What follows belongs to an exercise in optimizing a design on an open flow for small area; a production flow would make more cautious choices. Function was checked by simulation only, so behaviour that the tests miss may differ from the original. Power and IR drop assume default switching activity.

## willow
## data_cache_wb
module data_cache_wb #(
    parameter int NUM_LINES   = 16,
    parameter int MEM_LATENCY = 4
) (
    input  logic         clk_i,
    input  logic         rst_n_i,
    input  logic [31:0]  addr_i,
    input  logic         memread_i,
    input  logic         memwrite_i,
    input  logic [31:0]  write_data_i,
    input  logic [3:0]   byte_en_i,
    output logic [31:0]  read_data_o,
    output logic         clk_stall_o,
    output logic [8:0]   mem_block_addr_o,
    output logic         mem_readmem_o,
    output logic         mem_writemem_o,
    output logic [255:0] mem_data_write_o,
    input  logic [255:0] mem_data_read_i
);
Size in the first run: about 7200 cells after synthesis, roughly 4200 flip-flops, about 630 I/O pins.
Settings: LEC_CHECK=0, CAP_MARGIN=20, CORE_MARGIN=2, CORE_UTILIZATION=60, CTS_BUF_LIST=sky130_fd_sc_hd__clkbuf_16, CTS_CLUSTER_DIAMETER=60, CTS_CLUSTER_SIZE=30, SETUP_SLACK_MARGIN=0.2, SLEW_MARGIN=20, SYNTH_HIERARCHICAL=1; clock period 10.0 ns.
run.sh (not shown) runs the stock make flow with config.mk's settings and CLKGATE_MAP_FILE= SYNTH_SCRIPT=/design/flow/synth_recipe.tcl, a recipe that flattens the netlist after the stock synthesis.
Inputs modified between willow and raven:
# willow
export LEC_CHECK = 0
export CAP_MARGIN = 20
export CORE_MARGIN = 2
export CORE_UTILIZATION = 60
export CTS_BUF_LIST = sky130_fd_sc_hd__clkbuf_16
export CTS_CLUSTER_DIAMETER = 60
export CTS_CLUSTER_SIZE = 30
export SETUP_SLACK_MARGIN = 0.2
export SLEW_MARGIN = 20
export SYNTH_HIERARCHICAL = 1
create_clock -name core_clock -period 10.0 [get_ports {clk_i}]
# raven
export LEC_CHECK = 0
export CAP_MARGIN = 20
export CORE_MARGIN = 2
export CORE_UTILIZATION = 60
export SLEW_MARGIN = 20
export SYNTH_HIERARCHICAL = 1
create_clock -name core_clock -period 10.0 [get_ports {clk_i}]
==> flow/flow/run.sh (new file) <==
#!/bin/bash
# The standard layout, with two changes: the port buffers are the smallest buffer
# (buf_1) instead of the default pick, and clock tree synthesis clusters 30 sinks per
# clkbuf_16 and inserts no dummy loads. Everything else is the standard.sh.
set -euo pipefail
bash standard.sh \
  "BUFFER_PORTS_ARGS=-buffer_cell sky130_fd_sc_hd__buf_1" \
  "CTS_ARGS=-sink_clustering_enable -repair_clock_nets -buf_list sky130_fd_sc_hd__clkbuf_16 -sink_clustering_size 30 -sink_clustering_max_diameter 60 -dont_use_dummy_load" \
  finish > standard_flow.log 2>&1
==> flow/standard.sh (new file) <==
#!/bin/bash
# synth_recipe.tcl (not shown) runs the flow's synth.tcl, then flattens the netlist and writes it again
# the make line also repeats each setting of config.mk as NAME=value (left out here)
make -C /OpenROAD-flow-scripts/flow DESIGN_CONFIG=/design/flow/config.mk WORK_HOME=/design/flow/orfs CLKGATE_MAP_FILE= SYNTH_SCRIPT=/design/flow/synth_recipe.tcl "${@:-finish}"
removed: flow/run.sh
[summary]
Peak clock frequency supported by timing was lower in willow than in raven. Wire length of the first global-routing pass improves in raven relative to willow. The area used by multi-input combinational logic of raven and that of willow are within noise of each other. Diff willow -> raven: post-placement cell count fell about 0.4%, worst relative slew slack rose 5.6 points, internal power fell about 4.3%, proportion of power drawn by the clock network fell 3.7 points, post-route worst setup slack rose 1.04 ns.

* * *

## rev 12
The RTL this note starts from:
==> flow/design.v <==
module data_cache_wb #(
    parameter int NUM_LINES   = 16,
    parameter int MEM_LATENCY = 4
) (
    input  logic         clk_i,
    input  logic         rst_n_i,
    input  logic [31:0]  addr_i,
    input  logic         memread_i,
    input  logic         memwrite_i,
    input  logic [31:0]  write_data_i,
    input  logic [3:0]   byte_en_i,
    output logic [31:0]  read_data_o,
    output logic         clk_stall_o,
    output logic [8:0]   mem_block_addr_o,
    output logic         mem_readmem_o,
    output logic         mem_writemem_o,
    output logic [255:0] mem_data_write_o,
    input  logic [255:0] mem_data_read_i
);
    localparam logic [2:0] IDLE = 3'd0, EVICT = 3'd1, F0 = 3'd4, F1 = 3'd5, F2 = 3'd6, F3 = 3'd7;
    logic [2:0]   state_q, state_d;
    logic [15:0]  valid_q, dirty_q;
    logic [4:0]   tag_q  [16];
    logic [255:0] datan_q [16];
    logic [3:0]   idx;
    logic [4:0]   tag, line_tag;
    logic [2:0]   word;
    logic         idle, fill, install, req, hit, wr_hit, line_valid, line_dirty;
    logic [15:0]  sel;
    logic [7:0]   wsel, wr_word;
    logic [255:0] line, wdata;
    logic [31:0]  merged;
    logic         unused;
    assign idx     = addr_i[8:5];
    assign tag     = addr_i[13:9];
    assign word    = addr_i[4:2];
    assign unused  = ^{addr_i[31:14], addr_i[1:0], NUM_LINES, MEM_LATENCY};
    assign req     = memread_i | memwrite_i;
    assign idle    = (state_q == IDLE);
    assign fill    = state_q[2];
    assign install = (state_q == F3);
    always_comb begin
        for (int l = 0; l < 16; l++) sel[l] = (idx == 4'(l));
        for (int w = 0; w < 8; w++) wsel[w] = (word == 3'(w));
    end
    for (genvar i = 0; i < 256; i++) begin : g_rd
        logic [15:0] col;
        for (genvar l = 0; l < 16; l++) begin : g_l
            assign col[l] = datan_q[l][i];
        end
        dcache_mux16n u_mux (.sel_i(sel), .dn_i(col), .q_o(line[i]));
    end
    for (genvar i = 0; i < 5; i++) begin : g_tag
        logic [15:0] col;
        for (genvar l = 0; l < 16; l++) begin : g_l
            assign col[l] = tag_q[l][i];
        end
        dcache_mux16 u_mux (.sel_i(sel), .d_i(col), .q_o(line_tag[i]));
    end
    dcache_mux16 u_valid (.sel_i(sel), .d_i(valid_q), .q_o(line_valid));
    dcache_mux16 u_dirty (.sel_i(sel), .d_i(dirty_q), .q_o(line_dirty));
    for (genvar j = 0; j < 32; j++) begin : g_word
        logic [7:0] col;
        for (genvar w = 0; w < 8; w++) begin : g_w
            assign col[w] = line[32*w+j];
        end
        dcache_mux8 u_mux (.sel_i(wsel), .d_i(col), .q_o(read_data_o[j]));
    end
    assign hit    = line_valid & (line_tag == tag);
    assign wr_hit = idle & memwrite_i & hit;
    always_comb begin
        case (state_q)
            IDLE:    state_d = (req && !hit) ? ((line_valid && line_dirty) ? EVICT : F0) : IDLE;
            EVICT:   state_d = F0;
            F0:      state_d = F1;
            F1:      state_d = F2;
            F2:      state_d = F3;
            F3:      state_d = IDLE;
            default: state_d = IDLE;
        endcase
    end
    assign clk_stall_o      = rst_n_i & (idle ? (req & ~hit) : 1'b1);
    assign mem_readmem_o    = rst_n_i & fill;
    assign mem_writemem_o   = rst_n_i & (state_q == EVICT);
    assign mem_block_addr_o = {fill ? tag : line_tag, idx};
    assign mem_data_write_o = line;
    always_comb
        for (int b = 0; b < 4; b++)
            merged[8*b +: 8] = byte_en_i[b] ? write_data_i[8*b +: 8] : read_data_o[8*b +: 8];
    always_comb
        for (int w = 0; w < 8; w++) begin
            wdata[32*w +: 32] = install ? mem_data_read_i[32*w +: 32] : merged;
            wr_word[w]        = install | (wr_hit & wsel[w]);
        end
    always_ff @(posedge clk_i) begin
        if (!rst_n_i) begin
            state_q <= IDLE;
            valid_q <= '0;
            dirty_q <= '0;
        end else begin
            state_q <= state_d;
            if (install) begin
                valid_q[idx] <= 1'b1;
                dirty_q[idx] <= 1'b0;
            end
            if (wr_hit) dirty_q[idx] <= 1'b1;
        end
    end
    always_ff @(posedge clk_i) begin
        for (int l = 0; l < 16; l++) begin
            if (install && sel[l]) tag_q[l] <= tag;
            for (int w = 0; w < 8; w++)
                if (wr_word[w] && sel[l]) datan_q[l][32*w +: 32] <= ~wdata[32*w +: 32];
        end
    end
endmodule
module dcache_aoi222 (
    input  logic a1_i, a2_i, b1_i, b2_i, c1_i, c2_i,
    output logic y_o
);
    assign y_o = ~((a1_i & a2_i) | (b1_i & b2_i) | (c1_i & c2_i));
endmodule
module dcache_mux16 (
    input  logic [15:0] sel_i,
    input  logic [15:0] d_i,
    output logic        q_o
);
    logic [4:0] n;
    for (genvar g = 0; g < 5; g++) begin : g_aoi
        dcache_aoi222 u_aoi (.a1_i(sel_i[3*g]),   .a2_i(d_i[3*g]),
                             .b1_i(sel_i[3*g+1]), .b2_i(d_i[3*g+1]),
                             .c1_i(sel_i[3*g+2]), .c2_i(d_i[3*g+2]), .y_o(n[g]));
    end
    assign q_o = ~(&n) | (sel_i[15] & d_i[15]);
endmodule
module dcache_mux16n (
    input  logic [15:0] sel_i,
    input  logic [15:0] dn_i,
    output logic        q_o
);
    logic [5:0] n;
    logic [1:0] p;
    for (genvar g = 0; g < 5; g++) begin : g_aoi
        dcache_aoi222 u_aoi (.a1_i(sel_i[3*g]),   .a2_i(dn_i[3*g]),
                             .b1_i(sel_i[3*g+1]), .b2_i(dn_i[3*g+1]),
                             .c1_i(sel_i[3*g+2]), .c2_i(dn_i[3*g+2]), .y_o(n[g]));
    end
    dcache_nand2 u_n5 (.a_i(sel_i[15]), .b_i(dn_i[15]), .y_o(n[5]));
    dcache_nand3 u_p0 (.a_i(n[0]), .b_i(n[1]), .c_i(n[2]), .y_o(p[0]));
    dcache_nand3 u_p1 (.a_i(n[3]), .b_i(n[4]), .c_i(n[5]), .y_o(p[1]));
    assign q_o = ~(p[0] | p[1]);
endmodule
module dcache_nand2 (
    input  logic a_i, b_i,
    output logic y_o
);
    assign y_o = ~(a_i & b_i);
endmodule
module dcache_nand3 (
    input  logic a_i, b_i, c_i,
    output logic y_o
);
    assign y_o = ~(a_i & b_i & c_i);
endmodule
module dcache_mux8 (
    input  logic [7:0] sel_i,
    input  logic [7:0] d_i,
    output logic       q_o
);
    logic [2:0] n;
    dcache_aoi222 u_aoi0 (.a1_i(sel_i[0]), .a2_i(d_i[0]), .b1_i(sel_i[1]), .b2_i(d_i[1]),
                          .c1_i(sel_i[2]), .c2_i(d_i[2]), .y_o(n[0]));
    dcache_aoi222 u_aoi1 (.a1_i(sel_i[3]), .a2_i(d_i[3]), .b1_i(sel_i[4]), .b2_i(d_i[4]),
                          .c1_i(sel_i[5]), .c2_i(d_i[5]), .y_o(n[1]));
    assign n[2] = ~((sel_i[6] & d_i[6]) | (sel_i[7] & d_i[7]));
    assign q_o  = ~(&n);
endmodule
export LEC_CHECK = 0
export CAP_MARGIN = 20
export CORE_MARGIN = 2
export CORE_UTILIZATION = 60
export SLEW_MARGIN = 20
export SYNTH_HIERARCHICAL = 1
create_clock -name core_clock -period 10.0 [get_ports {clk_i}]
standard.sh (not shown) runs the stock make flow with config.mk's settings and CLKGATE_MAP_FILE= SYNTH_SCRIPT=/design/flow/synth_recipe.tcl, a recipe that flattens the netlist after the stock synthesis.
==> flow/flow/run.sh <==
#!/bin/bash
# The standard layout (standard.sh, all steps), with these changes:
#  - the port buffers are the smallest buffer (buf_1) instead of the default pick;
#  - clock tree synthesis clusters 30 sinks per clkbuf_16 and adds no dummy loads;
#  - after global routing's repair, cells on paths with slack are downsized
#    (RECOVER_POWER), which also gives back area.
set -euo pipefail
bash standard.sh \
  "BUFFER_PORTS_ARGS=-buffer_cell sky130_fd_sc_hd__buf_1" \
  "CTS_ARGS=-sink_clustering_enable -repair_clock_nets -buf_list sky130_fd_sc_hd__clkbuf_16 -sink_clustering_size 30 -sink_clustering_max_diameter 60 -dont_use_dummy_load" \
  "RECOVER_POWER=100" \
  finish > standard_flow.log 2>&1
Rev 12 finished every stage; the final checks, however, were not passed, the failures being capacitance limit, slew limit, setup timing.
diff inputs: rev 12 => rev 13
==> flow/flow/run.sh <==
#!/bin/bash
# The standard layout, with two changes: the port buffers are the smallest buffer
# (buf_1) instead of the default pick, and clock tree synthesis clusters 30 sinks per
# clkbuf_16 and inserts no dummy loads. Everything else is the standard.sh.
set -euo pipefail
bash standard.sh \
  "BUFFER_PORTS_ARGS=-buffer_cell sky130_fd_sc_hd__buf_1" \
  "CTS_ARGS=-sink_clustering_enable -repair_clock_nets -buf_list sky130_fd_sc_hd__clkbuf_16 -sink_clustering_size 30 -sink_clustering_max_diameter 60 -dont_use_dummy_load" \
  finish > standard_flow.log 2>&1
[summary]
- The fraction of the cycle the final worst path needs reported for rev 13 is smaller than that of rev 12 by 4.7 points.
- Cell with the largest stage delay on the worst path = sky130_fd_sc_hd__clkinvlp_4: rev 13; cell with the largest stage delay on the worst path = sky130_fd_sc_hd__nand2_1: rev 12
- Comparing rev 12 and rev 13, the lower sequential share of power was measured on rev 13.
- Relative to rev 12, area growth from synthesis to layout has increased by 1.0 points in rev 13.
- Rev 13: full flow OK, the timing, design-rule and antenna checks passed

re-timing with driven ports:
The flow's constraints put no driver on any port. The routed layouts listed below were extracted and timed again, unchanged, in two steps.
Step 1 (the two cells are an assumption about what drives the block):
set clk [get_ports {clk_i}]
set_driving_cell -lib_cell sky130_fd_sc_hd__clkbuf_16 $clk
set_driving_cell -lib_cell sky130_fd_sc_hd__buf_2 [delete_from_list [all_inputs] $clk]
Step 2 also shifts input and output timing later by t, the mid clock arrival at the registers, as if the neighbouring blocks saw the same clock.
Three values: no drivers, after step 1, after step 2; two values: the first two.
run | shift t [ns] | setup WS [ns] | hold slack, ns | worst data-port slew with drivers (ns) | pins driven straight from the clock port
willow | 0.989 | 0.178 / 0.155 / 0.155 | 0.470 / 0.470 / 0.470 | 0.22 | 1
raven | 0.990 | 1.215 / 1.184 / 1.184 | 0.465 / 0.465 / 0.465 | 0.24 | 1
rev 12 | 0.996 | -0.075 / 0.015 / -0.981 | 0.463 / 0.463 / 0.463 | 0.16 | 1
rev 13 | 0.992 | 0.397 / 0.372 / 0.372 | 0.466 / 0.466 / 0.466 | 0.17 | 1
The setup slack of rev 12, which loses most, moves by +0.090 ns with the drivers and by -0.906 ns with both steps.
